Background: an optimization exercise with open tools, aiming at small area, a short achievable clock period and few clock cycles per item. Do not read the settings as production practice. Only simulation tests tie the RTL to the original design; equivalence was not proved. Power is estimated from default activity; no workload was simulated.

==> flow/design.v <==
`default_nettype none
package clush_pkg;
   localparam int BLOCK_WORDS_DEFAULT = 128;
   localparam int KEY_DEPTH = 128;
   localparam int KEY_AW = 7;
   localparam int CSR_IW = 3;
   localparam logic [CSR_IW-1:0] CSR_POLY_LO = 3'd0;
   localparam logic [CSR_IW-1:0] CSR_POLY_HI = 3'd1;
   localparam logic [CSR_IW-1:0] CSR_FKEY_LO = 3'd2;
   localparam logic [CSR_IW-1:0] CSR_FKEY_HI = 3'd3;
   localparam logic [CSR_IW-1:0] CSR_LEN_KEY = 3'd4;
   localparam logic [63:0] POLY_HI_MASK = 64'h3fff_ffff_ffff_ffff;
endpackage
`default_nettype wire
`default_nettype none
module clush_ram #(
   parameter int WIDTH = 64,
   parameter int DEPTH = 128
) (
   input  wire logic                       clock,
   input  wire logic                       we_lo,
   input  wire logic                       we_hi,
   input  wire logic [WIDTH-1:0]           wr_data,
   input  wire logic [DEPTH/4-1:0]         rd_sel,
   output logic      [WIDTH-1:0]           rd_even,
   output logic      [WIDTH-1:0]           rd_odd
);
   localparam int NP = DEPTH / 2;
   logic [NP-1:0][2*WIDTH-1:0] ring;
   always_ff @(posedge clock) begin
      for (int i = 0; i < NP - 1; i++) begin
         ring[i] <= ring[i + 1];
      end
      ring[NP-1] <= {we_hi ? wr_data : ring[0][2*WIDTH-1:WIDTH],
                     we_lo ? wr_data : ring[0][WIDTH-1:0]};
   end
   logic [NP/2-1:0][2*WIDTH-1:0] pick;
   for (genvar j = 0; j < NP / 2; j++) begin : g_pick
      assign pick[j] = ring[2*j] & {2*WIDTH{rd_sel[j]}};
   end
   always_comb begin
      logic [2*WIDTH-1:0] r;
      r = '0;
      for (int j = 0; j < NP / 2; j++) begin
         r = r | pick[j];
      end
      rd_even = r[WIDTH-1:0];
      rd_odd = r[2*WIDTH-1:WIDTH];
   end
endmodule
`default_nettype wire
`default_nettype none
import clush_pkg::*;
module carryless_universal_string_hash #(
   parameter int BLOCK_WORDS = clush_pkg::BLOCK_WORDS_DEFAULT
) (
   input  wire logic              clock,
   input  wire logic              reset,
   input  wire logic              req_valid,
   output logic                   req_stall,
   input  wire logic              req_cmd,
   input  wire logic [6:0]        req_key_index,
   input  wire logic [63:0]       req_word_data,
   input  wire logic [3:0]        req_valid_bytes,
   input  wire logic              req_last_word,
   output logic                   rsp_valid,
   input  wire logic              rsp_stall,
   output logic      [63:0]       rsp_hash_value,
   input  wire logic              csr_wr_en,
   input  wire logic [clush_pkg::CSR_IW-1:0] csr_index,
   input  wire logic [63:0]       csr_wdata
);
   localparam logic [2:0] J_NONE = 3'd0;   
   localparam logic [2:0] J_WORD = 3'd1;   
   localparam logic [2:0] J_LENU = 3'd2;   
   localparam logic [2:0] J_LENF = 3'd3;   
   localparam logic [2:0] J_FIN  = 3'd4;   
   localparam logic [2:0] J_F0   = 3'd5;   
   localparam logic [2:0] J_F1   = 3'd6;   
   localparam logic [2:0] J_FMIX = 3'd7;   
   function automatic logic [30:0] clmul16(input logic [15:0] a, input logic [15:0] b);
      logic [30:0] pp [16];
      for (int i = 0; i < 16; i++) begin
         pp[i] = ({15'd0, a} << i) & {31{b[i]}};
      end
      for (int s = 1; s < 16; s = s * 2) begin
         for (int i = 0; i < 16; i = i + 2 * s) begin
            pp[i] = pp[i] ^ pp[i + s];
         end
      end
      clmul16 = pp[0];
   endfunction
   function automatic logic [62:0] kjoin32(input logic [30:0] q0, input logic [30:0] q2,
                                           input logic [30:0] qm);
      kjoin32 = {32'd0, q0} ^ {16'd0, q0 ^ q2 ^ qm, 16'd0} ^ {q2, 32'd0};
   endfunction
   function automatic logic [127:0] kjoin64(input logic [62:0] q0, input logic [62:0] q2,
                                            input logic [62:0] qm);
      kjoin64 = {65'd0, q0} ^ {33'd0, q0 ^ q2 ^ qm, 32'd0} ^ {1'b0, q2, 64'd0};
   endfunction
   function automatic logic [63:0] reduce64(input logic [127:0] a);
      logic [127:0] q;
      logic [63:0] h;
      h = a[127:64];
      q = {64'd0, h} ^ ({64'd0, h} << 1) ^ ({64'd0, h} << 3) ^ ({64'd0, h} << 4);
      reduce64 = q[63:0] ^ a[63:0] ^ {56'd0, 8'(q[67:64]) ^ (8'(q[67:64]) << 1) ^ (8'(q[67:64]) << 3) ^ (8'(q[67:64]) << 4)};
   endfunction
   function automatic logic [63:0] rotdn(input logic [63:0] x);
      rotdn = {x[0], x[63:1]};
   endfunction
   function automatic logic [127:0] tfold(input logic [127:0] m);
      tfold = {m[63:0], 64'd0} ^ ({64'd0, m[127:64]} << 1) ^ ({64'd0, m[127:64]} << 2);
   endfunction
   logic [63:0] poly_lo_ff, poly_hi_ff, fkey_lo_ff, fkey_hi_ff, len_key_ff;
   always_ff @(posedge clock) begin
      if (reset) begin
         poly_lo_ff <= 64'd1;
         poly_hi_ff <= '0;
         fkey_lo_ff <= '0;
         fkey_hi_ff <= '0;
         len_key_ff <= '0;
      end else if (csr_wr_en) begin
         case (csr_index)
            CSR_POLY_LO: poly_lo_ff <= csr_wdata;
            CSR_POLY_HI: poly_hi_ff <= csr_wdata;
            CSR_FKEY_LO: fkey_lo_ff <= csr_wdata;
            CSR_FKEY_HI: fkey_hi_ff <= csr_wdata;
            CSR_LEN_KEY: len_key_ff <= csr_wdata;
            default: ;
         endcase
      end
   end
   typedef struct packed {
      logic        wr;
      logic        word;
      logic        eo;
      logic        last;
      logic [3:0]  n;
      logic [7:0]  bm;
      logic [6:0]  kidx;
      logic [63:0] data;
   } ent_t;
   logic        req_stall_ff;
   logic [1:0]  icnt_ff, icnt_in;
   ent_t        h_ff, s_ff, r_in;
   logic [3:0]  rn;
   logic        take, pop, split, hv;
   logic [5:0]  ph_ff;            
   logic        kmatch_ff;        
   logic        kmatch_in;
   assign req_stall = req_stall_ff;
   assign take = req_valid && !req_stall_ff;
   assign icnt_in = icnt_ff + 2'(take) - 2'(pop);
   assign hv = (icnt_ff != 2'd0);
   assign rn = (req_valid_bytes > 4'd8) ? 4'd8 : req_valid_bytes;
   logic [7:0] rbm;
   always_comb begin
      for (int b = 0; b < 8; b++) begin
         rbm[b] = (rn > 4'(b));
      end
   end
   always_comb begin
      r_in.wr = !req_cmd;
      r_in.word = req_cmd && (rn != 4'd0);
      r_in.eo = req_cmd && (rn == 4'd0) && req_last_word;
      r_in.last = req_last_word;
      r_in.n = req_cmd ? rn : 4'd0;
      r_in.bm = rbm;
      r_in.kidx = req_key_index;
      r_in.data = req_word_data;
   end
   always_ff @(posedge clock) begin
      if (reset) begin
         icnt_ff <= '0;
         req_stall_ff <= 1'b0;
      end else begin
         icnt_ff <= icnt_in;
         req_stall_ff <= (icnt_in == 2'd2);
      end
   end
   always_comb begin
      if (pop && icnt_ff == 2'd2) begin
         kmatch_in = (s_ff.kidx[6:1] == ph_ff + 6'd1);
      end else if (take && (icnt_ff == 2'd0 || pop)) begin
         kmatch_in = (req_key_index[6:1] == ph_ff + 6'd1);
      end else begin
         kmatch_in = (h_ff.kidx[6:1] == ph_ff + 6'd1);
      end
   end
   always_ff @(posedge clock) begin
      kmatch_ff <= kmatch_in;
      if (pop && icnt_ff == 2'd2) begin
         h_ff <= s_ff;
      end else if (take && (icnt_ff == 2'd0 || pop)) begin
         h_ff <= r_in;
      end else if (split) begin
         h_ff.word <= 1'b0;
         h_ff.eo <= 1'b1;
         h_ff.n <= '0;
      end
      if (take && icnt_ff == 2'd1 && !pop) begin
         s_ff <= r_in;
      end
   end
   logic [7:0]   pos_ff;          
   logic [31:0]  esel_ff;         
   logic         cpar_ff;         
   logic         p0_ff;           
   logic         use_rd_ff;       
   logic [127:0] kalt_ff, k0_ff, k0_in, kp_in;
   logic [63:0]  klo, khi, dm, dm_odd;
   logic [5:0]   s0_in;
   logic         folded_ff;       
   logic         bclr_ff;         
   logic [63:0]  bytes_ff;
   logic [63:0]  even_ff;         
   logic         fpend_ff;        
   logic [1:0]   fcnt_ff;
   logic         lenpend_ff, lenf_ff, finpend_ff;
   logic [1:0]   infl_ff;         
   logic [63:0]  ma_ff, mb_ff;
   logic [2:0]   jb1_ff, jb_ff;
   logic         rb1_ff, rfold1_ff, eb1_ff, ebf1_ff;
   logic         rb_ff, rfold_ff, eb_ff, ebf_ff;
   logic [62:0]  pp_ff [3];
   logic         fin_owed_ff;     
   logic [127:0] bsum_ff, fres_ff;
   logic [127:0] acc_ff;          
   logic [63:0]  k_even, k_odd, wmask, base;
   logic         roll, podd, h_split, h_elast, h_end, h_mul, h_urgent;
   logic         fwait, end_ok, h_ready, f_ok, f_issue, h_go, even_en;
   logic         to_zero, adv_pair;
   logic [63:0]  ma_in, mb_in, p1m, p1x;
   logic [2:0]   jb_in;
   assign p1m = poly_hi_ff & POLY_HI_MASK;
   assign p1x = (p1m << 1) ^ (p1m << 2);
   logic we_lo, we_hi;
   assign we_lo = hv && h_ff.wr && kmatch_ff && !h_ff.kidx[0];
   assign we_hi = hv && h_ff.wr && kmatch_ff && h_ff.kidx[0];
   assign k0_in = {(we_hi && h_ff.kidx[6:1] == 6'd0) ? h_ff.data : k0_ff[127:64],
                   (we_lo && h_ff.kidx[6:1] == 6'd0) ? h_ff.data : k0_ff[63:0]};
   assign kp_in = {(we_hi && esel_ff[0]) ? h_ff.data : k_odd,
                   (we_lo && esel_ff[0]) ? h_ff.data : k_even};
   clush_ram #(.WIDTH(64), .DEPTH(KEY_DEPTH)) u_key_ram (
      .clock   (clock),
      .we_lo   (we_lo),
      .we_hi   (we_hi),
      .wr_data (h_ff.data),
      .rd_sel  (esel_ff),
      .rd_even (k_even),
      .rd_odd  (k_odd)
   );
   for (genvar b = 0; b < 8; b++) begin : g_wmask
      assign wmask[8*b +: 8] = {8{h_ff.bm[b]}};
   end
   assign roll = pos_ff[7];
   assign podd = pos_ff[0];
   assign klo = use_rd_ff ? k_even : kalt_ff[63:0];
   assign khi = use_rd_ff ? k_odd : kalt_ff[127:64];
   assign dm = h_ff.data & wmask;
   assign dm_odd = dm & {64{h_ff.word && podd}};
   assign base = bclr_ff ? 64'd0 : bytes_ff;
   assign h_split = h_ff.word && h_ff.last && roll;
   assign h_elast = h_ff.word && h_ff.last && !roll;
   assign h_end = h_elast || h_ff.eo;
   assign h_mul = h_ff.word ? (podd || h_elast) : (h_ff.eo && podd);
   assign fwait = folded_ff && fpend_ff;
   assign h_urgent = folded_ff && (h_ff.eo || (h_ff.word && (roll || h_ff.last)));
   assign end_ok = !lenpend_ff && !fin_owed_ff && (infl_ff != 2'd2) && !fwait;
   assign h_ready = hv && (!h_ff.wr || kmatch_ff)
                    && !(h_ff.word && roll && fwait)
                    && !(h_end && !end_ok);
   assign f_ok = fpend_ff && !rb1_ff && !rb_ff;
   assign f_issue = f_ok && !lenpend_ff && !finpend_ff && !(hv && h_mul && !h_urgent);
   assign h_go = h_ready && !(h_mul && (lenpend_ff || finpend_ff || f_issue));
   assign pop = h_go && !h_split;
   assign split = h_go && h_split;
   assign even_en = hv && h_ff.word && !podd && !(h_ff.last && !roll) && !(roll && fwait);
   assign to_zero = h_go && (h_end || (h_ff.word && roll));
   assign s0_in = ~ph_ff + 6'(!ph_ff[0]);
   assign adv_pair = h_go && h_ff.word && podd;
   always_comb begin
      logic [63:0] ma_o, mb_o;
      jb_in = J_NONE;
      ma_o = even_ff;
      mb_o = acc_ff[127:64];
      if (finpend_ff) begin
         jb_in = J_FIN;
         ma_o = acc_ff[63:0];
         mb_o = acc_ff[127:64];
      end else if (lenpend_ff) begin
         jb_in = lenf_ff ? J_LENF : J_LENU;
         ma_o = bytes_ff;
         mb_o = len_key_ff;
      end else if (f_issue) begin
         jb_in = (fcnt_ff == 2'd0) ? J_F0 : (fcnt_ff == 2'd1) ? J_F1 : J_FMIX;
         ma_o = (fcnt_ff == 2'd1) ? p1x : (fcnt_ff == 2'd3) ? p1m : poly_lo_ff;
         mb_o = (fcnt_ff[0] ^ fcnt_ff[1]) ? acc_ff[127:64] : acc_ff[63:0];
      end else if (h_go && h_mul) begin
         jb_in = J_WORD;
      end
      ma_in = (!finpend_ff && !lenpend_ff && !f_issue && h_ff.word && !podd) ? (dm ^ klo) : ma_o;
      mb_in = (!finpend_ff && !lenpend_ff && !f_issue) ? (khi ^ dm_odd) : mb_o;
   end
   always_ff @(posedge clock) begin
      k0_ff <= k0_in;
      kalt_ff <= (to_zero || (p0_ff && !adv_pair)) ? k0_in : kp_in;
      ma_ff <= ma_in;
      mb_ff <= mb_in;
      rfold1_ff <= folded_ff;
      ebf1_ff <= folded_ff;
      rfold_ff <= rfold1_ff;
      ebf_ff <= ebf1_ff;
      if (even_en) begin
         even_ff <= dm ^ klo;
      end
      if (h_go && (h_ff.word || h_ff.eo)) begin
         bytes_ff <= base + 64'(h_ff.n);
      end
   end
   always_ff @(posedge clock) begin
      if (reset) begin
         pos_ff <= '0;
         ph_ff <= 6'd1;
         esel_ff <= 32'd1;
         cpar_ff <= 1'b1;
         p0_ff <= 1'b1;
         use_rd_ff <= 1'b0;
         folded_ff <= 1'b0;
         bclr_ff <= 1'b1;
         fpend_ff <= 1'b0;
         fcnt_ff <= '0;
         lenpend_ff <= 1'b0;
         finpend_ff <= 1'b0;
         infl_ff <= '0;
         jb1_ff <= J_NONE;
         rb1_ff <= 1'b0;
         eb1_ff <= 1'b0;
         jb_ff <= J_NONE;
         rb_ff <= 1'b0;
         eb_ff <= 1'b0;
         fin_owed_ff <= 1'b0;
      end else begin
         jb1_ff <= jb_in;
         rb1_ff <= h_go && h_ff.word && roll;
         eb1_ff <= h_go && h_end;
         jb_ff <= jb1_ff;
         rb_ff <= rb1_ff;
         eb_ff <= eb1_ff;
         ph_ff <= ph_ff + 6'd1;
         if (to_zero) begin
            esel_ff <= 32'd1 << s0_in[5:1];
            cpar_ff <= !ph_ff[0];
         end else if (!adv_pair) begin
            cpar_ff <= !cpar_ff;
            if (cpar_ff) begin
               esel_ff <= {esel_ff[0], esel_ff[31:1]};
            end
         end
         p0_ff <= to_zero || (p0_ff && !adv_pair);
         use_rd_ff <= !(to_zero || (p0_ff && !adv_pair))
                      && !(to_zero ? !ph_ff[0] : (adv_pair ? cpar_ff : !cpar_ff));
         if (h_go && h_ff.word) begin
            pos_ff <= h_elast ? 8'd0 : (roll ? 8'd1 : pos_ff + 8'd1);
            bclr_ff <= h_elast;
         end else if (h_go && h_ff.eo) begin
            pos_ff <= '0;
            bclr_ff <= 1'b1;
         end
         if (finpend_ff) begin
            finpend_ff <= 1'b0;
            fin_owed_ff <= 1'b0;
         end else if (lenpend_ff) begin
            lenpend_ff <= 1'b0;
         end else if (f_issue) begin
            fcnt_ff <= fcnt_ff + 2'd1;
            if (fcnt_ff == 2'd3) begin
               fpend_ff <= 1'b0;
            end
         end
         if (h_go && h_ff.word && roll) begin
            folded_ff <= 1'b1;
            fpend_ff <= 1'b1;
            fcnt_ff <= '0;
         end
         if (h_go && h_end) begin
            fin_owed_ff <= folded_ff;
            lenpend_ff <= 1'b1;
            lenf_ff <= folded_ff;
            folded_ff <= 1'b0;
         end
         if (eb_ff && ebf_ff) begin
            finpend_ff <= 1'b1;
         end
         infl_ff <= infl_ff + 2'(h_go && h_end) - 2'(rsp_valid && !rsp_stall);
      end
   end
   always_ff @(posedge clock) begin
      logic [31:0] x [3], y [3];
      x[0] = ma_ff[31:0];
      y[0] = mb_ff[31:0];
      x[1] = ma_ff[63:32];
      y[1] = mb_ff[63:32];
      x[2] = ma_ff[31:0] ^ ma_ff[63:32];
      y[2] = mb_ff[31:0] ^ mb_ff[63:32];
      for (int k = 0; k < 3; k++) begin
         pp_ff[k] <= kjoin32(clmul16(x[k][15:0], y[k][15:0]),
                             clmul16(x[k][31:16], y[k][31:16]),
                             clmul16(x[k][15:0] ^ x[k][31:16], y[k][15:0] ^ y[k][31:16]));
      end
   end
   logic [127:0] prod, bsum_new, fresk;
   assign prod = kjoin64(pp_ff[0], pp_ff[1], pp_ff[2]);
   assign bsum_new = (rb_ff ? 128'd0 : bsum_ff) ^ ((jb_ff == J_WORD) ? prod : 128'd0);
   assign fresk = fres_ff ^ {fkey_hi_ff, fkey_lo_ff};
   always_ff @(posedge clock) begin
      if (reset) begin
         bsum_ff <= '0;
      end else begin
         bsum_ff <= eb_ff ? 128'd0 : bsum_new;
      end
   end
   always_ff @(posedge clock) begin
      if (rb_ff) begin
         acc_ff <= (rfold_ff ? fres_ff : 128'd0) ^ bsum_ff;
      end
      if (eb_ff) begin
         acc_ff <= bsum_new ^ (ebf_ff ? fresk : 128'd0);
      end
      if (jb_ff == J_LENF) begin
         acc_ff <= prod;
      end
      case (jb_ff)
         J_F0: fres_ff <= prod;
         J_F1: fres_ff <= fres_ff ^ prod;
         J_FMIX: fres_ff <= fres_ff ^ tfold(prod);
         default: ;
      endcase
   end
   logic        o0v_ff, o1v_ff, xv;
   logic [63:0] o0_ff, o1_ff, hash;
   logic [63:0] oq_ff;            
   assign xv = (jb_ff == J_LENU) || (jb_ff == J_FIN);
   assign hash = reduce64(acc_ff ^ prod);
   assign rsp_valid = o0v_ff;
   assign rsp_hash_value = oq_ff;
   always_ff @(posedge clock) begin
      if (reset) begin
         o0v_ff <= 1'b0;
         o1v_ff <= 1'b0;
      end else if (!o0v_ff || !rsp_stall) begin
         o0v_ff <= o1v_ff || xv;
         o1v_ff <= o1v_ff && xv;
      end else if (xv) begin
         o1v_ff <= 1'b1;
      end
   end
   always_ff @(posedge clock) begin
      oq_ff <= (!o0v_ff || !rsp_stall) ? (o1v_ff ? o1_ff : hash) : o0_ff;
      if (!o0v_ff || !rsp_stall) begin
         o0_ff <= o1v_ff ? o1_ff : hash;
         if (xv) begin
            o1_ff <= hash;
         end
      end else if (xv) begin
         o1_ff <= hash;
      end
   end
endmodule
`default_nettype wire
==> flow/run.sh <==
#!/bin/bash
# synth_recipe.tcl (not shown) runs the flow's synth.tcl, then flattens the netlist and writes it again
# the make line also repeats each setting of config.mk as NAME=value (left out here)
make -C /OpenROAD-flow-scripts/flow DESIGN_CONFIG=/design/flow/config.mk WORK_HOME=/design/flow/orfs CLKGATE_MAP_FILE= SYNTH_SCRIPT=/design/flow/synth_recipe.tcl finish
==> flow/config.mk <==
export PLATFORM = sky130hd
export DESIGN_NAME = carryless_universal_string_hash
export DESIGN_NICKNAME = carryless_universal_string_hash
export VERILOG_FILES = /design/flow/design.v
export SDC_FILE = /design/flow/constraint.sdc
export NUM_CORES = 8
export LEC_CHECK = 0
export CAP_MARGIN = 20
export CORE_MARGIN = 2
export CORE_UTILIZATION = 50
export CTS_CLUSTER_DIAMETER = 60
export CTS_CLUSTER_SIZE = 26
export SETUP_SLACK_MARGIN = 4.8
export SLEW_MARGIN = 20
export SYNTH_MEMORY_MAX_BITS = 16384
==> flow/constraint.sdc <==
create_clock -name core_clock -period 8.0 [get_ports {clock}]
set_input_delay 1.6000 -clock core_clock [delete_from_list [all_inputs] [get_ports {clock}]]
set_output_delay 1.6000 -clock core_clock [all_outputs]
set_load 0.01 [all_outputs]
==> results by group, run 1 <==
Status
  – Status: timing/DRC/antenna clean

Pwr
  – Static Leak: 128 nW
  – Maximum vdd drop: 0.686 mV
  – PD cells: 467 mW/mm^2

Critical path
  – Worst endpoint required time: 8.95 ns
  – Crit path DAT: 4.27 ns
  – Largest stage delay on the critical path: 0.51 ns
  – Critical-path top delay cell: edfxtp_1
  – CP Launch Point: h_ff[83]
  – Crit-path max FO: 34
  – Reg-to-Reg Start: h_ff[83]
  – CP endpoint kind: flip-flop
  – Critical path class: flip-flop to flip-flop
  – Startpoint types: flip-flop
  – Crit path cell chain: a211oi_2 > o21ai_4 > o21ai_4 > buf_6 > buf_8 > a211oi_1 > a211oi_1 > nor3_1 > a21oi_2 > a21oi_1

Clocking
  – CTS Buffer Depth: 4
  – CTS Hold Bufs: 0
  – Clock net sink count: 9975
  – Total CTS buffers: 585
  – Root buffer cell: clkbuf_16
  – H-Tree Depth: 6
  – CTS tree: yes
  – Worst-skew pair later-pin latency: 1.15 ns
  – Clk slew on worst S/H paths: 0.10 ns

Final layout
  – Layout net count: 26.0k
  – Fill cells: 51.1k
  – Reg area: 0.207 mm^2
  – Final core utilization: 56.1%
  – Final instance area: 0.345 mm^2
  – Area Overhead vs Synth: 12.0%
  – Multi-input gate area: 0.0968 mm^2
  – Layout cell share with drive strength beyond 1: 10.3%

Global routing
  – GRT overflow: 0
  – Largest net degree at the start of global routing: 194
  – Initial antenna violation count: 96
  – Vias in the first global route: 186k
  – First-pass GRT wire length: 1440000 um
  – Gr usage total: 32.3%

Yosys
  – Seq/Total Area, Yosys: 67.1%
  – Largest cells by area after synthesis: dfxtp_1, xnor2_1, edfxtp_1, a22oi_1, xor2_1
  – Syn_nets: 25.9k
  – Commonest register cell after synthesis: dfxtp_1
  – Number of flops mapped to enable cells by yosys: 687
  – Avg Cell Area, Syn: 12.0 um^2
  – Synth warnings: 14
  – Seq cells post-synth: 9975
  – Largest family of logic cells by synthesized area: XOR/XNOR gates
  – Adder-cell share of the synthesized area: 0.0675%
  – Post-Synth Simple-Gate Area: 7.96%
  – FFs w/ async S/R, synth: 0%
  – Post-Synth XOR/XNOR Area: 11.1%
  – Mux contribution to synthesized area: 2.51%
  – Unique masters post-synth: 75
  – Synth Area in Compound Gates: 8.90%
  – Area share of the largest cell type after synthesis: 60.4%
  – Synth Instances: 25.7k
  – Largest area contributor in the netlist: dfxtp_1
  – Synth Cell Area: 0.308 mm^2

Route
  – Vias: 196k
  – Drt first pass iters: 9
  – Post-Route WL: 1050000 um
  – Antenna Nets Post-Route: 0
  – Post-DR wirelength/cell: 30.5 um
  – Mean number of vias per cell: 5.71
  – Initial DRC Count: 23.2k
  – DRC: 0

Die
  – Starting Density: 50.1%
  – Die W: 788 um
  – IO Pins: 215
  – Die H: 788 um
  – Die area: 0.622 mm^2
  – Row Count: 288
  – Area of the core: 0.614 mm^2

Timing
  – Fin. Hold Viols: 0
  – Normalized max-slew margin: 18.5%
  – Worst Skew: 0.0812 ns
  – Fmax: 300 MHz
  – RSZ-0062 raised after global routing: yes
  – Hold slack: 0.296 ns
  – Slew Limit Fails: 0
  – Setup violations, final: 0
  – Final worst-path setup slack: 4.67 ns
  – Final Cycle Share: 41.6%
  – Setup TNS: 0 ns
  – Min cycle time layout: 3.33 ns
  – Least-Margin Pin Slew: 1.22 ns

Place
  – Detailed Place HPWL: 629000 um
  – Final GP Congestion: 0.962
  – Setup WS pre-CTS: 3.42 ns
  – IO Port Bufs: 214
  – Placed cell areas: 0.319 mm^2

Worst hold path
  – Min-delay src: u_key_ram.ring[7412]
  – Hold Path Class: flip-flop to flip-flop

Flow run
  – Max cap viols: 0
-- cells in the final DEF (no fill, tap or decap), drive strengths merged, types with 28 or more instances in the layout --
cell type and n:
o21ai 535, nand4 273, clkbuf 683, a211oi 106, clkdlybuf4s50 147, clkinv 98
mux2i 361, clkinvlp 28, or4 128, nand2b 126, nor3b 102, a221oi 348
a22oi 1606, a21oi 869, a22o 256, o221ai 106, nand3 383, xor2 1061
nor3 47, bufinv 34, o32ai 30, diode 40, inv 285, nor2 1866
o21a 104, mux2 364, nor2b 211, dfxtp 9288, nand2 2370, edfxtp 687
xnor2 2656, and3 56, buf 837
-- power breakdown --
group	switching, mW	internal [mW]	total (mW)	leakage (nW)
registers	3.20	54.3	57.5	81.3
clock network	17.6	15.8	33.4	9.53
logic	45.0	25.0	70.0	36.9
total	65.8	95.1	161	128
-- synthesized netlist by cell type, types with 106 or more instances --
master    instances
dfxtp_1        9288
xnor2_1        2539
nand2_1        2369
nor2_1         1863
a22oi_1        1606
xor2_1         1059
clkbuf_1        884
a21oi_1         869
edfxtp_1        687
o21ai_0         532
nand3_1         381
mux2_2          361
mux2i_1         361
buf_2           356
a221oi_1        348
nand4_1         272
a22o_1          256
buf_1           232
nor2b_1         211
inv_1           151
or4_1           128
nand2b_1        125
a211oi_1        106
o221ai_1        106
-- per-layer routing --
metal / part of all wire, % / GRT usage, % / vias up / routed length (um)
li1: - / - / 86700 / -
met4: 5.4 / 14.9 / 30 / 56200
met3: 9.3 / 6.43 / 1963 / 97400
met1: 43 / 45.1 / 98400 / 445000
met2: 43 / 48.4 / 9207 / 448000
met5: 0.027 / 0 / - / 283
-- layout make-up --
type / count / area share [%]
diodes: 40 / 0.0290
clock buffers: 677 / 4.56
clock inverters: 294 / 1.14
inverters: 151 / 0.166
multi-input cells: 14100 / 28.1
flip-flops and latches: 9975 / 60.0
well taps: 8120 / 2.95
repair buffers: 1006 / 3.08
-- worst paths after layout --
kind / end / slack, ns / cells past startpoint
worst max-delay path: ma_ff[4] / 4.67 / 10
worst min-delay path: u_key_ram.ring[7284] / 0.30 / 0
worst min register to register: u_key_ram.ring[7284] / 0.30 / 0
worst max register to register: ma_ff[4] / 4.67 / 10
-- cells by family after synthesis --
group	Yosys count
flops	9975
simple gates	5630
compound gates	3990
xor+xnor	3722
buf+inv	1683
mux	725
fa+ha+maj	16
-- critical path, delay by kind of cell, from the launching register on --
family                 cells  cell delay (ns)
AOI/OAI and AO/OA          7             1.83
buffers and inverters      2             0.67
DFF                        1             0.51
and+or+nand+nor            1             0.10
-- sequential cells by signal, summed over array words and instances, names as in the netlist, 87 cells and up --
register        flops
pp_ff             189
acc_ff            128
s_ff               87
bsum_ff           128
h_ff               87
u_key_ram.ring   8192
fres_ff           128
kalt_ff           128
k0_ff             128
-- timing repair --
item | CTS | global route
resized for setup | 689 | 141
pin swaps | 46 | 29
endpoints found under the hold margin | 0 | 0
gates cloned | 30 | 5
endpoints found under the setup margin | 1223 | 602
setup buffers | 132 | 51
-- through the flow --
step                      cells  total power, mW
final                     34400              161
after global routing      34300              165
after CTS                 34300              159
after detailed placement  33100              124
after global placement    33100              123
after floorplan           25700             96.9
Testbench counts, summed over its fixed seeds: cycles 12,488, words 12,396.
==> run 2: changes to the inputs <==
--- a/flow/design.v
+++ b/flow/design.v
@@ -143,2 +143,3 @@
    logic        req_stall_ff;
+   logic        can_take_ff;      
    logic [1:0]  icnt_ff, icnt_in;
@@ -151,3 +152,3 @@
    assign req_stall = req_stall_ff;
-   assign take = req_valid && !req_stall_ff;
+   assign take = req_valid && can_take_ff;
    assign icnt_in = icnt_ff + 2'(take) - 2'(pop);
@@ -175,2 +176,3 @@
          req_stall_ff <= 1'b0;
+         can_take_ff <= 1'b1;
       end else begin
@@ -178,2 +180,3 @@
          req_stall_ff <= (icnt_in == 2'd2);
+         can_take_ff <= (icnt_in != 2'd2);
       end
@@ -220,9 +223,10 @@
    logic [1:0]   infl_ff;         
+   logic         ov_ff, xv, opop, orp_ff, owp_ff, orp_in;   
    logic [63:0]  ma_ff, mb_ff;
    logic [2:0]   jb1_ff, jb_ff;
-   logic         rb1_ff, rfold1_ff, eb1_ff, ebf1_ff;
-   logic         rb_ff, rfold_ff, eb_ff, ebf_ff;
+   logic         rb1_ff, eb1_ff, ebf1_ff;
+   logic         rb_ff, eb_ff, ebf_ff;
    logic [62:0]  pp_ff [3];
    logic         fin_owed_ff;     
-   logic [127:0] bsum_ff, fres_ff;
+   logic [127:0] bsum_ff;         
    logic [127:0] acc_ff;          
@@ -309,5 +313,3 @@
       mb_ff <= mb_in;
-      rfold1_ff <= folded_ff;
       ebf1_ff <= folded_ff;
-      rfold_ff <= rfold1_ff;
       ebf_ff <= ebf1_ff;
@@ -394,3 +396,3 @@
          end
-         infl_ff <= infl_ff + 2'(h_go && h_end) - 2'(rsp_valid && !rsp_stall);
+         infl_ff <= infl_ff + 2'(h_go && h_end) - 2'(opop);
       end
@@ -411,6 +413,7 @@
    end
-   logic [127:0] prod, bsum_new, fresk;
+   logic [127:0] prod, bsum_new;
    assign prod = kjoin64(pp_ff[0], pp_ff[1], pp_ff[2]);
-   assign bsum_new = (rb_ff ? 128'd0 : bsum_ff) ^ ((jb_ff == J_WORD) ? prod : 128'd0);
-   assign fresk = fres_ff ^ {fkey_hi_ff, fkey_lo_ff};
+   assign bsum_new = (rb_ff ? 128'd0 : bsum_ff)
+                     ^ ((jb_ff == J_WORD || jb_ff == J_F0 || jb_ff == J_F1) ? prod : 128'd0)
+                     ^ ((jb_ff == J_FMIX) ? tfold(prod) : 128'd0);
    always_ff @(posedge clock) begin
@@ -424,6 +427,6 @@
       if (rb_ff) begin
-         acc_ff <= (rfold_ff ? fres_ff : 128'd0) ^ bsum_ff;
+         acc_ff <= bsum_ff;
       end
       if (eb_ff) begin
-         acc_ff <= bsum_new ^ (ebf_ff ? fresk : 128'd0);
+         acc_ff <= bsum_new ^ (ebf_ff ? {fkey_hi_ff, fkey_lo_ff} : 128'd0);
       end
@@ -432,25 +435,24 @@
       end
-      case (jb_ff)
-         J_F0: fres_ff <= prod;
-         J_F1: fres_ff <= fres_ff ^ prod;
-         J_FMIX: fres_ff <= fres_ff ^ tfold(prod);
-         default: ;
-      endcase
-   end
-   logic        o0v_ff, o1v_ff, xv;
-   logic [63:0] o0_ff, o1_ff, hash;
-   logic [63:0] oq_ff;            
+   end
+   logic [1:0]  ocnt_ff, ocnt_in;
+   logic [63:0] e0_ff, e1_ff, oq_ff, hash, ohead;
    assign xv = (jb_ff == J_LENU) || (jb_ff == J_FIN);
    assign hash = reduce64(acc_ff ^ prod);
-   assign rsp_valid = o0v_ff;
+   assign rsp_valid = ov_ff;
    assign rsp_hash_value = oq_ff;
+   assign opop = ov_ff && !rsp_stall;
+   assign orp_in = orp_ff ^ opop;
+   assign ocnt_in = ocnt_ff + 2'(xv) - 2'(opop);
+   assign ohead = (xv && owp_ff == orp_in) ? hash : (orp_in ? e1_ff : e0_ff);
    always_ff @(posedge clock) begin
       if (reset) begin
-         o0v_ff <= 1'b0;
-         o1v_ff <= 1'b0;
-      end else if (!o0v_ff || !rsp_stall) begin
-         o0v_ff <= o1v_ff || xv;
-         o1v_ff <= o1v_ff && xv;
-      end else if (xv) begin
-         o1v_ff <= 1'b1;
+         ov_ff <= 1'b0;
+         ocnt_ff <= '0;
+         orp_ff <= 1'b0;
+         owp_ff <= 1'b0;
+      end else begin
+         ov_ff <= (ocnt_in != 2'd0);
+         ocnt_ff <= ocnt_in;
+         orp_ff <= orp_in;
+         owp_ff <= owp_ff ^ xv;
       end
@@ -458,10 +460,8 @@
    always_ff @(posedge clock) begin
-      oq_ff <= (!o0v_ff || !rsp_stall) ? (o1v_ff ? o1_ff : hash) : o0_ff;
-      if (!o0v_ff || !rsp_stall) begin
-         o0_ff <= o1v_ff ? o1_ff : hash;
-         if (xv) begin
-            o1_ff <= hash;
-         end
-      end else if (xv) begin
-         o1_ff <= hash;
+      oq_ff <= ohead;
+      if (xv && !owp_ff) begin
+         e0_ff <= hash;
+      end
+      if (xv && owp_ff) begin
+         e1_ff <= hash;
       end
--- a/flow/config.mk
+++ b/flow/config.mk
@@ -12,3 +12,3 @@
 export CTS_CLUSTER_SIZE = 26
-export SETUP_SLACK_MARGIN = 4.8
+export SETUP_SLACK_MARGIN = 4.9
 export SLEW_MARGIN = 20
==> results by group, run 2 <==
Timing
  – Hold slack: 0.280 ns (-0.0160 ns)
  – Min cycle time layout: 3.23 ns (-0.0943 ns)
  – Least-Margin Pin Slew: 1.22 ns (-0.00600 ns)
  – Slew Limit Fails: 0 (unchanged)
  – Fin. Hold Viols: 0 (unchanged)
  – Setup TNS: 0 ns (unchanged)
  – RSZ-0062 raised after global routing: yes
  – Fmax: 309 MHz (+2.9%)
  – Worst Skew: 0.109 ns (+0.0277 ns)
  – Normalized max-slew margin: 18.3% (-0.18 points)
  – Final Cycle Share: 40.4% (-1.2 points)
  – Setup violations, final: 0 (unchanged)

Place
  – Final GP Congestion: 0.954 (-0.78%)
  – IO Port Bufs: 214 (unchanged)
  – Placed cell areas: 0.310 mm^2 (-2.9%)
  – Detailed Place HPWL: 608000 um (-3.3%)

Final layout
  – Most frequent cells in the layout: dfxtp_1, xnor2_1, nand2_1, nor2_1, a22oi_1
  – Regs by FF count: u_key_ram.ring: 8192 flops, pp_ff: 189 flops
  – Max reg flops: 8192 (unchanged)
  – Commonest non-fill, non-tap cell in the layout: dfxtp_1
  – Final instance area: 0.337 mm^2 (-2.3%)
  – Layout net count: 25.2k (-3.1%)
  – Layout cell share with drive strength beyond 1: 10.7% (+0.39 points)
  – Final core utilization: 56.6% (+0.49 points)
  – Top reg by flops: u_key_ram.ring
  – Area Overhead vs Synth: 12.7%

Route
  – Antenna Nets Post-Route: 0 (unchanged)
  – DRC: 0 (unchanged)
  – Initial DRC Count: 21.6k (-6.9%)
  – Vias: 188k (-4.5%)
  – Post-Route WL: 1010000 um (-3.4%)
  – Mean number of vias per cell: 5.65 (-1.2%)
  – Post-DR wirelength/cell: 30.4 um (-0.14%)
  – Drt first pass iters: 8 (-1)

Critical path
  – Reg-to-Reg Start: ma_ff[35]
  – Flop-to-flop setup slack: 4.77 ns (+0.09 ns)
  – Crit path cell chain: buf_4 > nand2_1 > xnor2_1 > xnor2_1 > xnor2_1 > xnor2_1 > xnor2_1 > xnor2_1
  – Reg2Reg Depth: 8 (-2)
  – Largest stage delay on the critical path: 0.85 ns (+0.34 ns)
  – Worst path bufs/invs: 1 (-1)
  – Critical-path top delay cell: xnor2_1
  – CP endpoint kind: flip-flop
  – R2r endpoint: pp_ff[1][32]
  – Critical path class: flip-flop to flip-flop
  – Worst endpoint required time: 8.93 ns (-0.02 ns)
  – Crit-path max FO: 18 (-47%)
  – CP most frequent cell: xnor2_1
  – Crit path DAT: 4.16 ns (-0.11 ns)
  – CP top delay family: XOR/XNOR gates
  – Startpoint types: flip-flop

Clocking
  – Root buffer cell: clkbuf_16
  – H-Tree Depth: 6 (unchanged)
  – Clock net sink count: 9915 (-0.60%)
  – Total CTS buffers: 561 (-4.1%)
  – CTS tree: yes
  – Worst-skew pair later-pin latency: 1.16 ns (about the same)
  – CTS Buffer Depth: 4 (unchanged)
  – CTS Hold Bufs: 0 (unchanged)
  – Clk slew on worst S/H paths: 0.10 ns (about the same)

Yosys
  – Commonest register cell after synthesis: dfxtp_1
  – Area share of the largest cell type after synthesis: 62.7% (+2.2 points)
  – Number of flops mapped to enable cells by yosys: 559 (-19%)
  – Synth Cell Area: 0.299 mm^2 (-2.9%)
  – Largest cells by area after synthesis: dfxtp_1, xnor2_1, edfxtp_1, a22oi_1, nand2_1
  – Synth warnings: 14 (unchanged)
  – Most frequent cells after synthesis: dfxtp_1, xnor2_1, nand2_1
  – Syn_nets: 25.0k (-3.7%)
  – Synth Instances: 24.8k (-3.7%)
  – Seq/Total Area, Yosys: 68.3% (+1.1 points)
  – FFs w/ async S/R, synth: 0% (unchanged)
  – Largest area contributor in the netlist: dfxtp_1
  – Seq cells post-synth: 9915 (-0.60%)
  – Unique masters post-synth: 87 (+16%)
  – Avg Cell Area, Syn: 12.1 um^2 (+0.88%)
  – Count leader, synth: dfxtp_1

Global routing
  – First-pass GRT wire length: 1380000 um (-4.5%)
  – Vias in the first global route: 178k (-4.3%)
  – Gr usage total: 31.9% (-0.44 points)
  – Largest net degree at the start of global routing: 130 (-33%)
  – GRT overflow: 0 (unchanged)
  – Initial antenna violation count: 89 (-7.3%)

Worst hold path
  – Endpoint, Worst Hold: u_key_ram.ring[7229]
  – WHS Path Cells: 0 (unchanged)
  – Hold Path Class: flip-flop to flip-flop
  – Min-delay src: u_key_ram.ring[7357]

Die
  – Die W: 777 um (-1.4%)
  – Die H: 777 um (-1.4%)
  – IO Pins: 215 (unchanged)
  – Row Count: 283 (-1.7%)
  – Die area: 0.604 mm^2 (-2.8%)
  – Starting Density: 50.2% (+0.14 points)
  – Area of the core: 0.595 mm^2 (-3.1%)

Pwr
  – Maximum vdd drop: 0.541 mV (-21%)
  – Sw frac: 40.0% (-0.94 points)
  – PD cells: 430 mW/mm^2 (-7.8%)
  – Int Power: 87.0 mW (-8.5%)
  – Static Leak: 124 nW (-2.7%)
  – Clock share of power: 22.1% (+1.3 points)
  – Switch Pwr: 57.9 mW (-12%)
  – Combinational share of power: 39.1% (-4.4 points)
  – Seq pwr share: 38.8% (+3.1 points)

Flow run
  – Max cap viols: 0 (unchanged)

Status
  – Status: timing/DRC/antenna clean
==> run 2: cell count changes after synthesis, sizes merged, moves of 94 or more <==
cell    delta
nor3b     -94
xor2     -281
inv      -111
a21oi    -193
edfxtp   -128
o21a      -97
mux2      -98
xnor2    +170
mux2i    +126
o21ai    -233
nand2    +178
o221ai   -104
buf      -101
a211oi   +117
==> run 2: layer usage <==
| layer | track usage, % | routed length [um] |
|---|---|---|
| met5 | 0 | 118 |
| met2 | 48.0 | 434000 |
| met1 | 44.7 | 431000 |
| met4 | 15.5 | 58900 |
| met3 | 5.16 | 86100 |
==> run 2: how the worst max path moves through the flow <==
stage,startpoint,cells after the start,end
global placement,csr_wr_en,7,fkey_lo_ff[54]
CTS,oq_ff[55],1,rsp_hash_value[55]
finish,ma_ff[35],8,pp_ff[1][32]
floorplan,req_valid,3,s_ff[0]
global route,oq_ff[53],1,rsp_hash_value[53]
detailed placement,csr_wr_en,7,fkey_lo_ff[40]
==> run 2: layout make-up <==
type	count	area [um^2]
clock buffer	643	15000
inverter	41	178
timing repair inverter	1	6.26
fill	49000	258000
tap	7837	9810
sequential	9915	204000
multi-input combinational	13400	92000
antenna	30	75.1
timing repair buffer	1072	12000
clock inverter	262	3580
==> run 2: repair_timing <==
action / 4_1_cts / 5_1_grt
hold endpoints to repair: 0 / 0
gates cloned: 29 / 20
endpoints found under the setup margin: 1068 / 678
pin swaps: 68 / 46
buffers inserted: 234 / 72
gates resized for setup: 816 / 285
==> run 2: through the flow <==
step                      total power, mW  cells  setup WS [ns]
after detailed placement              108  31900           3.39
final                                 145  33200           4.77
after CTS                             143  33100           4.73
after global placement                108  31900           3.43
after floorplan                      85.1  24800           3.68
after global routing                  148  33200           4.76
==> run 2: logic make-up (layout without fill, tap and decap cells) <==
group / after synthesis / count (layout) / synth area share, %
flip-flops: 9915 / 9915 / 68.3
AND/OR/NAND/NOR: 5617 / 5627 / 8.01
other: 0 / 30 / 0
adder cells (fa/ha/maj): 20 / 20 / 0.0862
AO/OA/AOI/OAI: 3406 / 3407 / 7.96
multiplexers: 753 / 753 / 2.63
XOR/XNOR: 3612 / 3612 / 11.0
buffers and inverters: 1467 / 2019 / 2.02
==> run 2: power groups by stage <==
stage / combinational [mW] / sequential, mW / clock, mW
5_1_grt: 57.6 / 56.2 / 34.1
4_1_cts: 54.3 / 56.1 / 32.3
3_3_place_gp: 50.0 / 57.8 / 0
6_report: 56.6 / 56.2 / 32.1
3_5_place_dp: 50.3 / 57.8 / 0
2_1_floorplan: 30.0 / 55.1 / 0
==> run 2: worst register-to-register path: stages (launching register included) <==
cell     delay, ns
dfxtp_1       0.31
buf_4         0.38
nand2_1       0.15
xnor2_1       0.24
xnor2_1       0.16
xnor2_1       0.10
xnor2_1       0.85
xnor2_1       0.17
xnor2_1       0.69
Testbench counts of run 2, summed over its fixed seeds: cycles 12,488, words 12,396.
==> run 3: changes to the inputs <==
--- a/flow/config.mk
+++ b/flow/config.mk
@@ -10,4 +10,4 @@
 export CORE_UTILIZATION = 50
-export CTS_CLUSTER_DIAMETER = 60
-export CTS_CLUSTER_SIZE = 26
+export CTS_CLUSTER_DIAMETER = 80
+export CTS_CLUSTER_SIZE = 28
 export SETUP_SLACK_MARGIN = 4.9
==> results by group, run 3 <==
Status
  – Status: timing/DRC/antenna clean

Flow run
  – Max cap viols: 0 (unchanged)

Timing
  – Fmax: 307 MHz (-0.84%)
  – Normalized max-slew margin: 20.0% (+1.6 points)
  – Fin. Hold Viols: 0 (unchanged)
  – Final Cycle Share: 40.8% (+0.34 points)
  – Setup TNS: 0 ns (unchanged)
  – Setup violations, final: 0 (unchanged)
  – Least-Margin Pin Slew: 1.19 ns (-0.0214 ns)
  – Min cycle time layout: 3.26 ns (+0.0273 ns)
  – Final worst-path setup slack: 4.74 ns (-0.0273 ns)
  – Worst Skew: 0.109 ns (-0.000351 ns)
  – RSZ-0062 raised after global routing: yes
  – Slew Limit Fails: 0 (unchanged)

Global routing
  – Vias in the first global route: 177k (-0.76%)
  – Largest net degree at the start of global routing: 107 (-18%)
  – GRT busiest layer: met2
  – Initial antenna violation count: 92 (+3.4%)
  – GRT overflow: 0 (unchanged)
  – Met2 Track Usage GR: 47.8% (-0.20 points)
  – Met3 usage: 5.40% (+0.25 points)
  – Routing usage on met1: 44.4% (-0.33 points)
  – Gr usage total: 31.7% (-0.19 points)
  – First-pass GRT wire length: 1370000 um (-0.68%)

Yosys
  – Largest area contributor in the netlist: dfxtp_1
  – Synth Instances: 24.8k (unchanged)
  – Most frequent cells after synthesis: dfxtp_1, xnor2_1, nand2_1
  – Synth warnings: 14 (unchanged)
  – Synth Cell Area: 0.299 mm^2 (unchanged)
  – FFs w/ async S/R, synth: 0% (unchanged)
  – Avg Cell Area, Syn: 12.1 um^2 (unchanged)
  – Seq cells post-synth: 9915 (unchanged)
  – Count leader, synth: dfxtp_1
  – Syn_nets: 25.0k (unchanged)
  – Largest cells by area after synthesis: dfxtp_1, xnor2_1, edfxtp_1, a22oi_1, nand2_1
  – Area share of the largest cell type after synthesis: 62.7% (unchanged)
  – Commonest register cell after synthesis: dfxtp_1
  – Unique masters post-synth: 87 (unchanged)
  – Number of flops mapped to enable cells by yosys: 559 (unchanged)
  – Seq/Total Area, Yosys: 68.3% (unchanged)

Die
  – Die H: 777 um (unchanged)
  – IO Pins: 215 (unchanged)
  – Starting Density: 50.2% (unchanged)
  – Die W: 777 um (unchanged)
  – Row Count: 283 (unchanged)
  – Area of the core: 0.595 mm^2 (unchanged)
  – Die area: 0.604 mm^2 (unchanged)

Final layout
  – Regs by FF count: u_key_ram.ring: 8192 flops, pp_ff: 189 flops
  – Max reg flops: 8192 (unchanged)
  – Final instance area: 0.331 mm^2 (-1.7%)
  – Layout net count: 25.0k (-0.64%)
  – Final core utilization: 55.6% (-0.97 points)
  – Commonest non-fill, non-tap cell in the layout: dfxtp_1
  – Top reg by flops: u_key_ram.ring
  – Most frequent cells in the layout: dfxtp_1, xnor2_1, nand2_1, nor2_1, a22oi_1
  – Layout cell share with drive strength beyond 1: 9.44% (-1.3 points)
  – Area Overhead vs Synth: 10.8%

Critical path
  – Startpoint types: flip-flop
  – Critical path class: flip-flop to flip-flop
  – Reg-to-Reg Start: esel_ff[23]
  – Crit-path max FO: 52 (+34)
  – R2r endpoint: ma_ff[56]
  – Flop-to-flop setup slack: 4.74 ns (-0.03 ns)
  – Crit path cell chain: buf_12 > a22o_1 > a221oi_2 > nand3_1 > or4_4 > mux2i_2 > xor2_1 > buf_6 > nor2_1 > a21oi_1
  – Largest stage delay on the critical path: 0.61 ns (-0.24 ns)
  – Reg2Reg Depth: 10 (+2)
  – Critical-path top delay cell: or4_4
  – Crit path DAT: 4.33 ns (+0.17 ns)
  – CP endpoint kind: flip-flop
  – Worst endpoint required time: 9.07 ns (+0.14 ns)

Pwr
  – Clock share of power: 19.2% (-2.9 points)
  – Combinational share of power: 40.4% (+1.3 points)
  – Sw frac: 40.6% (+0.62 points)
  – PD cells: 420 mW/mm^2 (-2.3%)
  – Switch Pwr: 56.5 mW (-2.5%)
  – Total power: 139 mW (-4.0%)
  – Maximum vdd drop: 0.569 mV (+5.3%)
  – Int Power: 82.7 mW (-5.0%)
  – Static Leak: 122 nW (-2.3%)
  – Seq pwr share: 40.4% (+1.6 points)

Route
  – Mean number of vias per cell: 5.68 (+0.60%)
  – Antenna Nets Post-Route: 0 (unchanged)
  – Initial DRC Count: 21.0k (-2.6%)
  – Post-Route WL: 999000 um (-1.1%)
  – Post-DR wirelength/cell: 30.4 um (about the same)
  – Drt first pass iters: 6 (-2)
  – DRC: 0 (unchanged)
  – Vias: 187k (-0.41%)

Clocking
  – CTS Buffer Depth: 4 (unchanged)
  – Root buffer cell: clkbuf_16
  – Clock net sink count: 9915 (unchanged)
  – Worst-skew pair later-pin latency: 1.14 ns (-0.02 ns)
  – CTS Hold Bufs: 0 (unchanged)
  – Clk slew on worst S/H paths: 0.12 ns (+0.02 ns)
  – H-Tree Depth: 5 (-1)
  – CTS tree: yes
  – Total CTS buffers: 436 (-22%)

Place
  – Setup WS pre-CTS: 3.39 ns (unchanged)
  – IO Port Bufs: 214 (unchanged)
  – Placed cell areas: 0.310 mm^2 (unchanged)
  – Detailed Place HPWL: 608000 um (unchanged)
  – Final GP Congestion: 0.954 (unchanged)

Worst hold path
  – Hold Path Class: flip-flop to flip-flop
  – WHS Path Cells: 0 (unchanged)
  – Endpoint, Worst Hold: u_key_ram.ring[5928]
  – Min-delay src: u_key_ram.ring[6056]
==> run 3: changes by cell type in the layout (fill, tap and decap cells not counted), sizes merged <==
cell and change:
and3 -1, buf -25, bufbuf -4, bufinv -21, clkbuf -177, clkinv -47, clkinvlp -26, diode +18
inv -52
==> run 3: how the worst max path moves through the flow <==
stage               depth (start not counted)              to    startpoint
floorplan                                   3         s_ff[0]     req_valid
global placement                            7  fkey_lo_ff[54]     csr_wr_en
detailed placement                          7  fkey_lo_ff[40]     csr_wr_en
CTS                                         6  len_key_ff[49]  csr_index[0]
global route                                1       req_stall  req_stall_ff
finish                                     10       ma_ff[56]   esel_ff[23]
==> run 3: per-layer routing <==
metal  wire, um  share of wire, %
met1     428000                43
met2     430000                43
met3      85200               8.5
met4      56600               5.7
met5        138             0.014
==> run 3: area by class of cell <==
cell class	instances	area (um^2)
Fill cell	49500	264000
Sequential cell	9915	204000
Multi-Input combinational cell	13400	91700
Timing Repair Buffer	1038	11600
Clock buffer	471	11200
Tap cell	7837	9810
Clock inverter	116	2140
Inverter	41	178
Antenna cell	48	120
Timing Repair inverter	1	6.26
==> run 3: stage by stage <==
stage,hold slack (ns),instances
2_1_floorplan,0.310,24800
3_3_place_gp,0.310,31900
3_5_place_dp,0.312,31900
4_1_cts,0.264,32800
5_1_grt,0.262,32800
6_report,0.260,32900
==> run 3: logic make-up (layout without fill, tap and decap cells) <==
kind of cell             Yosys count  after routing  synth area share (%)
flip-flops                      9915           9915                  68.3
XOR/XNOR                        3612           3612                  11.0
adder cells (fa/ha/maj)           20             20                0.0862
multiplexers                     753            753                  2.63
AND/OR/NAND/NOR                 5617           5626                  8.01
AO/OA/AOI/OAI                   3406           3407                  7.96
other                              0             48                     0
buffers and inverters           1467           1667                  2.02
==> run 3: repair_timing <==
action | 4_1_cts | 5_1_grt
setup buffers | 227 | 56
resized for setup | 819 | 251
setup endpoints to repair | 1179 | 723
pin swaps | 63 | 31
cloned | 26 | 12
==> run 3: critical path, delay by kind of cell, from the launching register on <==
kind | cells | cell delay, ns
AND/OR/NAND/NOR | 3 | 0.80
XOR/XNOR | 1 | 0.22
buffers and inverters | 2 | 0.39
AO/OA/AOI/OAI | 3 | 0.83
flip-flops | 1 | 0.41
multiplexers | 1 | 0.22
==> run 3: power by group through the flow <==
| stage | logic (mW) | registers [mW] | clock network [mW] |
|---|---|---|---|
| floorplan | 30.0 | 55.1 | 0 |
| global placement | 50.0 | 57.8 | 0 |
| detailed placement | 50.3 | 57.8 | 0 |
| CTS | 54.1 | 56.1 | 27.0 |
| global route | 57.3 | 56.1 | 28.7 |
| finish | 56.3 | 56.2 | 26.7 |
==> run 4: changes to the inputs <==
--- a/flow/design.v
+++ b/flow/design.v
@@ -138,3 +138,2 @@
       logic [3:0]  n;
-      logic [7:0]  bm;
       logic [6:0]  kidx;
@@ -156,7 +155,5 @@
    assign rn = (req_valid_bytes > 4'd8) ? 4'd8 : req_valid_bytes;
-   logic [7:0] rbm;
-   always_comb begin
-      for (int b = 0; b < 8; b++) begin
-         rbm[b] = (rn > 4'(b));
-      end
+   logic [63:0] rmask;
+   for (genvar b = 0; b < 8; b++) begin : g_rmask
+      assign rmask[8*b +: 8] = {8{rn > 4'(b)}};
    end
@@ -168,5 +165,4 @@
       r_in.n = req_cmd ? rn : 4'd0;
-      r_in.bm = rbm;
       r_in.kidx = req_key_index;
-      r_in.data = req_word_data;
+      r_in.data = req_word_data & (req_cmd ? rmask : '1);
    end
@@ -232,3 +228,3 @@
    logic [127:0] acc_ff;          
-   logic [63:0]  k_even, k_odd, wmask, base;
+   logic [63:0]  k_even, k_odd, base;
    logic         roll, podd, h_split, h_elast, h_end, h_mul, h_urgent;
@@ -256,5 +252,2 @@
    );
-   for (genvar b = 0; b < 8; b++) begin : g_wmask
-      assign wmask[8*b +: 8] = {8{h_ff.bm[b]}};
-   end
    assign roll = pos_ff[7];
@@ -263,3 +256,3 @@
    assign khi = use_rd_ff ? k_odd : kalt_ff[127:64];
-   assign dm = h_ff.data & wmask;
+   assign dm = h_ff.data;
    assign dm_odd = dm & {64{h_ff.word && podd}};
==> results by group, run 4 <==
Critical path
  – Crit-path max FO: 45 (-13%)
  – R2r endpoint: ma_ff[49]
  – CP endpoint kind: flip-flop
  – Flop-to-flop setup slack: 4.65 ns (-0.09 ns)
  – Setup crit end: ma_ff[49]
  – Worst endpoint required time: 8.86 ns (-0.21 ns)
  – Critical path class: flip-flop to flip-flop
  – Reg2Reg Depth: 9 (-1)
  – Startpoint types: flip-flop
  – Reg-to-Reg Start: esel_ff[13]
  – Crit path DAT: 4.22 ns (-0.11 ns)
  – CP Launch Point: esel_ff[13]

Timing
  – Least-Margin Pin Slew: 1.20 ns (+0.00190 ns)
  – Fmax: 298 MHz (-2.8%)
  – Worst Skew: 0.134 ns (+0.0256 ns)
  – Setup violations, final: 0 (unchanged)
  – RSZ-0062 raised after global routing: yes
  – Fin. Hold Viols: 0 (unchanged)
  – Setup TNS: 0 ns (unchanged)
  – Final Cycle Share: 41.9% (+1.2 points)
  – Normalized max-slew margin: 19.7% (-0.31 points)
  – Min cycle time layout: 3.35 ns (+0.0931 ns)
  – Slew Limit Fails: 0 (unchanged)

Yosys
  – Commonest register cell after synthesis: dfxtp_1
  – Number of flops mapped to enable cells by yosys: 543 (-2.9%)
  – Seq cells post-synth: 9899 (-0.16%)
  – Synth warnings: 14 (unchanged)
  – Largest cells by area after synthesis: dfxtp_1, xnor2_1, edfxtp_1, a22oi_1, nand2_1
  – Avg Cell Area, Syn: 12.0 um^2 (-0.34%)
  – Synth Cell Area: 0.298 mm^2 (-0.28%)
  – Most frequent cells after synthesis: dfxtp_1, xnor2_1, nand2_1
  – Seq/Total Area, Yosys: 68.3% (about the same)
  – Syn_nets: 25.0k (+0.056%)
  – FFs w/ async S/R, synth: 0% (unchanged)
  – Area share of the largest cell type after synthesis: 62.8% (+0.18 points)
  – Count leader, synth: dfxtp_1
  – Unique masters post-synth: 80 (-8.0%)
  – Synth Instances: 24.8k (+0.056%)
  – Largest area contributor in the netlist: dfxtp_1

Final layout
  – Area Overhead vs Synth: 10.9%
  – Most frequent cells in the layout: dfxtp_1, xnor2_1, nand2_1, nor2_1, a22oi_1
  – Max reg flops: 8192 (unchanged)
  – Top reg by flops: u_key_ram.ring
  – Multi-input gate area: 0.0919 mm^2 (+0.16%)
  – Commonest non-fill, non-tap cell in the layout: dfxtp_1
  – Regs by FF count: u_key_ram.ring: 8192 flops, pp_ff: 189 flops
  – Fill cells: 49.4k (-0.099%)
  – Layout net count: 25.0k (-0.15%)
  – Reg area: 0.204 mm^2 (-0.23%)
  – Layout cell share with drive strength beyond 1: 9.91% (+0.47 points)

Global routing
  – Gr usage total: 32.6% (+0.96 points)
  – Initial antenna violation count: 74 (-20%)
  – First-pass GRT wire length: 1400000 um (+2.2%)
  – GRT overflow: 0 (unchanged)
  – Vias in the first global route: 177k (+0.11%)
  – Largest net degree at the start of global routing: 152 (+42%)

Flow run
  – Max cap viols: 0 (unchanged)

Status
  – Status: timing/DRC/antenna clean

Die
  – Die W: 776 um (-0.14%)
  – Die area: 0.602 mm^2 (-0.28%)
  – Row Count: 283 (unchanged)
  – Area of the core: 0.594 mm^2 (-0.18%)
  – Die H: 776 um (-0.14%)
  – Starting Density: 50.2% (-0.053 points)
  – IO Pins: 215 (unchanged)

Clocking
  – Root buffer cell: clkbuf_16
  – H-Tree Depth: 5 (unchanged)
  – Clock net sink count: 9899 (-0.16%)
  – CTS tree: yes
  – Clk slew on worst S/H paths: 0.11 ns (about the same)
  – Worst-skew pair later-pin latency: 1.11 ns (-0.03 ns)
  – CTS Buffer Depth: 4 (unchanged)
  – Total CTS buffers: 431 (-1.1%)

Route
  – Antenna Nets Post-Route: 0 (unchanged)
  – Drt first pass iters: 8 (+2)
  – Post-DR wirelength/cell: 31.2 um (+2.7%)
  – Vias: 187k (+0.32%)
  – DRC: 0 (unchanged)
  – Post-Route WL: 1020000 um (+2.5%)
  – Initial DRC Count: 21.4k (+2.0%)
  – Mean number of vias per cell: 5.71 (+0.46%)

Pwr
  – Total power: 140 mW (+0.80%)
  – PD cells: 424 mW/mm^2 (+0.96%)
  – Maximum vdd drop: 0.417 mV (-27%)
  – Static Leak: 121 nW (-0.36%)

Place
  – IO Port Bufs: 214 (unchanged)
  – Detailed Place HPWL: 615000 um (+1.2%)
  – Final GP Congestion: 0.964 (+1.0%)

Worst hold path
  – Hold Path Class: flip-flop to flip-flop
run 4: changes by cell type after synthesis, moves of 76 or more:
cell      delta
a211oi_1    -97
mux2i_1     -93
xor2_1      -79
xnor2_1     +88
clkbuf_1    +76
mux2_2      +85
run 4: worst min-delay path by stage:
stage	from	endpoint	depth (start not counted)
after floorplan	ebf1_ff	ebf_ff	0
after global placement	u_key_ram.ring[3788]	u_key_ram.ring[3660]	0
after detailed placement	u_key_ram.ring[240]	u_key_ram.ring[112]	0
after CTS	u_key_ram.ring[5518]	u_key_ram.ring[5390]	0
after global routing	u_key_ram.ring[5518]	u_key_ram.ring[5390]	0
final	u_key_ram.ring[5518]	u_key_ram.ring[5390]	0
run 4: layer usage:
layer / part of all wire, % / vias to the layer above / wire (um) / global-route usage [%]
met4: 6.8 / 22 / 69700 / 18.1
met2: 43 / 8957 / 442000 / 49.6
met3: 8.1 / 2003 / 82500 / 4.80
met1: 42 / 93900 / 431000 / 44.9
li1: - / 82500 / - / -
met5: 0.043 / - / 440 / 0
run 4: cells by family after synthesis:
logic type	count (synthesis)	synth area share [%]
AO/OA/AOI/OAI	3438	8.01
multiplexers	747	2.66
XOR/XNOR	3614	10.9
flip-flops	9899	68.3
AND/OR/NAND/NOR	5565	7.97
buffers and inverters	1521	2.06
adder cells (fa/ha/maj)	20	0.0865
run 4: final cells by class:
type                       instances  share of cell area (%)
antenna                           49                  0.0371
clock buffer                     470                    3.36
clock inverter                   105                   0.537
inverter                          34                  0.0405
multi-input combinational      13400                    27.8
sequential                      9899                    61.7
tap                             7837                    2.97
timing repair buffer            1057                    3.58
run 4: stage by stage:
stage	std cells	hold WS [ns]	util (%)	cell area (um^2)	worst slack, ns
2_1_floorplan	24800	0.310	-	298000	4.03
3_3_place_gp	31900	0.309	52.1	310000	3.24
3_5_place_dp	31900	0.312	52.1	310000	3.45
4_1_cts	32700	0.257	55.2	328000	4.69
5_1_grt	32800	0.257	55.6	330000	4.69
6_report	32800	0.261	55.7	331000	4.65
run 4: power breakdown:
part | total (mW) | internal [mW] | leakage (nW) | switching (mW)
clock network | 26.3 | 10.5 | 6.24 | 15.8
registers | 55.9 | 53.2 | 80.5 | 2.75
logic | 58.1 | 19.0 | 34.4 | 39.0
run 4: worst max-delay path: stages, from the launching register on:
cell and delay (ns):
dfxtp_4 0.42, buf_12 0.22, buf_16 0.25, a221oi_2 0.27, nand3_1 0.11, or4_4 0.58
mux2i_4 0.24, xnor2_4 0.25, nor2_4 0.06, a21oi_4 0.58
run 4: what timing repair did:
action,CTS,global route
setup endpoints to repair,1063,787
pin swaps,49,65
resized for setup,874,324
gates cloned,38,9
hold buffers,0,0
setup buffers,159,67
Testbench counts of run 4, summed over its fixed seeds: cycles 12,488, words 12,396.
==> run 5: changes to the inputs <==
--- a/flow/config.mk
+++ b/flow/config.mk
@@ -9,5 +9,5 @@
 export CORE_MARGIN = 2
-export CORE_UTILIZATION = 50
+export CORE_UTILIZATION = 55
 export CTS_CLUSTER_DIAMETER = 80
-export CTS_CLUSTER_SIZE = 28
+export CTS_CLUSTER_SIZE = 26
 export SETUP_SLACK_MARGIN = 4.9
==> results by group, run 5 <==
Status
  – Status: timing/DRC/antenna clean

Place
  – Placed cell areas: 0.309 mm^2 (-0.32%)
  – Final GP Congestion: 0.991 (+2.8%)
  – IO Port Bufs: 214 (unchanged)
  – Detailed Place HPWL: 609000 um (-0.96%)

Clocking
  – Clock net sink count: 9899 (unchanged)
  – H-Tree Depth: 5 (unchanged)
  – Total CTS buffers: 452 (+4.9%)
  – Clk slew on worst S/H paths: 0.10 ns (about the same)
  – CTS tree: yes
  – CTS Hold Bufs: 0 (unchanged)
  – Worst-skew pair later-pin latency: 1.13 ns (+0.02 ns)
  – CTS Buffer Depth: 4 (unchanged)
  – Root buffer cell: clkbuf_16

Route
  – Initial DRC Count: 23.7k (+11%)
  – Post-DR wirelength/cell: 32.0 um (+2.5%)
  – Antenna Nets Post-Route: 0 (unchanged)
  – Mean number of vias per cell: 5.81 (+1.8%)
  – Vias: 188k (+0.30%)
  – DRC: 0 (unchanged)
  – Post-Route WL: 1030000 um (+0.98%)
  – Drt first pass iters: 9 (+1)

Timing
  – RSZ-0062 raised after global routing: yes
  – Least-Margin Pin Slew: 1.36 ns (+0.165 ns)
  – Slew Limit Fails: 0 (unchanged)
  – Min cycle time layout: 3.24 ns (-0.114 ns)
  – Final Cycle Share: 40.5% (-1.4 points)
  – Worst Skew: 0.114 ns (-0.0203 ns)
  – Setup violations, final: 0 (unchanged)
  – Fmax: 309 MHz (+3.5%)
  – Setup TNS: 0 ns (unchanged)
  – Fin. Hold Viols: 0 (unchanged)
  – Normalized max-slew margin: 9.21% (-10 points)

Final layout
  – Commonest non-fill, non-tap cell in the layout: dfxtp_1
  – Layout cell share with drive strength beyond 1: 10.3% (+0.42 points)
  – Fill cells: 43.1k (-13%)
  – Reg area: 0.204 mm^2 (about the same)
  – Most frequent cells in the layout: dfxtp_1, xnor2_1, nand2_1, nor2_1, a22oi_1
  – Area Overhead vs Synth: 11.2%
  – Layout net count: 25.0k (+0.0080%)
  – Top reg by flops: u_key_ram.ring
  – Multi-input gate area: 0.0924 mm^2 (+0.53%)
  – Regs by FF count: u_key_ram.ring: 8192 flops, pp_ff: 189 flops
  – Max reg flops: 8192 (unchanged)
  – Final instance area: 0.331 mm^2 (+0.25%)

Yosys
  – Unique masters post-synth: 80 (unchanged)
  – Synth warnings: 14 (unchanged)
  – Seq/Total Area, Yosys: 68.3% (unchanged)
  – Largest cells by area after synthesis: dfxtp_1, xnor2_1, edfxtp_1, a22oi_1, nand2_1
  – Synth Instances: 24.8k (unchanged)
  – Avg Cell Area, Syn: 12.0 um^2 (unchanged)
  – Count leader, synth: dfxtp_1
  – Commonest register cell after synthesis: dfxtp_1
  – Syn_nets: 25.0k (unchanged)
  – Number of flops mapped to enable cells by yosys: 543 (unchanged)
  – Largest area contributor in the netlist: dfxtp_1
  – Most frequent cells after synthesis: dfxtp_1, xnor2_1, nand2_1
  – Seq cells post-synth: 9899 (unchanged)
  – Synth Cell Area: 0.298 mm^2 (unchanged)
  – FFs w/ async S/R, synth: 0% (unchanged)
  – Area share of the largest cell type after synthesis: 62.8% (unchanged)

Pwr
  – Maximum vdd drop: 0.529 mV (+27%)
  – Static Leak: 122 nW (+0.48%)
  – PD cells: 438 mW/mm^2 (+3.2%)

Critical path
  – Critical path class: flip-flop to flip-flop
  – CP Launch Point: h_ff[75]
  – CP most frequent cell: a21oi_1
  – Worst endpoint required time: 8.88 ns (+0.02 ns)
  – CP top delay family: compound AO/OA/AOI/OAI gates
  – Crit path cell chain: buf_4 > o211ai_1 > nand3_2 > o21ai_4 > or2_4 > buf_12 > a211oi_1 > a21oi_1 > o21ai_0 > mux2i_1 > a21oi_1
  – Flop-to-flop setup slack: 4.76 ns (+0.11 ns)
  – Worst path bufs/invs: 2 (unchanged)
  – CP endpoint kind: flip-flop
  – Crit-path max FO: 57 (+27%)
  – R2r endpoint: ma_ff[29]
  – Reg2Reg Depth: 11 (+2)
  – Critical-path top delay cell: mux2i_1
  – Setup crit end: ma_ff[29]
  – Reg-to-Reg Start: h_ff[75]
  – Crit path DAT: 4.12 ns (-0.10 ns)
  – Largest stage delay on the critical path: 0.63 ns (+0.05 ns)
  – Stages on worst setup path: 11 (+2)
  – Startpoint types: flip-flop

Worst hold path
  – Min-delay src: u_key_ram.ring[2795]
  – Hold Path Class: flip-flop to flip-flop

Die
  – Die area: 0.548 mm^2 (-9.0%)
  – Die H: 740 um (-4.6%)
  – Area of the core: 0.540 mm^2 (-9.0%)
  – Row Count: 270 (-4.6%)
  – Die W: 740 um (-4.6%)
  – Starting Density: 55.2% (+5.0 points)
  – IO Pins: 215 (unchanged)

Global routing
  – Vias in the first global route: 177k (-0.12%)
  – Gr usage total: 36.3% (+3.7 points)
  – Largest net degree at the start of global routing: 140 (-7.9%)
  – Initial antenna violation count: 78 (+5.4%)
  – GRT overflow: 0 (unchanged)
  – First-pass GRT wire length: 1410000 um (+0.75%)

Flow run
  – Max cap viols: 0 (unchanged)
[run 5: logic make-up after synthesis]
logic type | count (synthesis) | synth area share, %
buffers and inverters | 1521 | 2.06
adder cells (fa/ha/maj) | 20 | 0.0865
AO/OA/AOI/OAI | 3438 | 8.01
XOR/XNOR | 3614 | 10.9
multiplexers | 747 | 2.66
AND/OR/NAND/NOR | 5565 | 7.97
flip-flops | 9899 | 68.3
[run 5: how the worst min path moves through the flow]
stage | to | slack, ns | depth (start not counted)
after floorplan | ebf_ff | 0.31 | 0
after global placement | u_key_ram.ring[2678] | 0.31 | 0
after detailed placement | ebf_ff | 0.31 | 0
after CTS | u_key_ram.ring[2667] | 0.21 | 0
after global routing | u_key_ram.ring[5995] | 0.21 | 0
final | u_key_ram.ring[2667] | 0.25 | 0
[run 5: area by class of cell]
class                   count  area share, %
flip-flops and latches   9899           61.5
multi-input cells       13400           27.9
repair buffers           1034           3.67
clock buffers             490           3.51
well taps                7208           2.72
clock inverters           105          0.511
diodes                    189          0.143
inverters                  34         0.0404
[run 5: layer usage]
metal	track usage, %	wire length (um)
met5	0	378
met4	19.9	67700
met3	6.40	91700
met2	53.7	440000
met1	50.7	435000
[run 5: what timing repair did]
action / 4_1_cts / 5_1_grt
resized for setup: 1076 / 342
setup buffers: 179 / 28
pin swaps: 54 / 57
cloned: 47 / 10
setup endpoints to repair: 1107 / 702
[run 5: power breakdown]
group          switching [mW]  internal, mW  total (mW)
sequential               3.09          53.2        56.3
combinational            41.9          20.3        62.2
clock                    15.8          10.9        26.7
total                    60.7          84.4         145
[run 5: per-stage QoR]
step	utilization [%]	worst slack, ns	instances	power, mW	hold slack (ns)
after floorplan	-	4.03	24800	85.7	0.310
after global placement	57.1	3.60	31300	112	0.309
after detailed placement	57.1	3.53	31300	113	0.312
after CTS	60.8	4.76	32100	143	0.209
after global routing	61.3	4.75	32300	148	0.213
final	61.3	4.76	32400	145	0.250

Setup slack of run 5, layout unchanged: 4.760 ns with ideal ports, 4.672 ns with driving cells assumed (clock clkbuf_16, inputs buf_2), 3.834 ns with port delays also shifted by the 1.214 ns mid clock arrival.
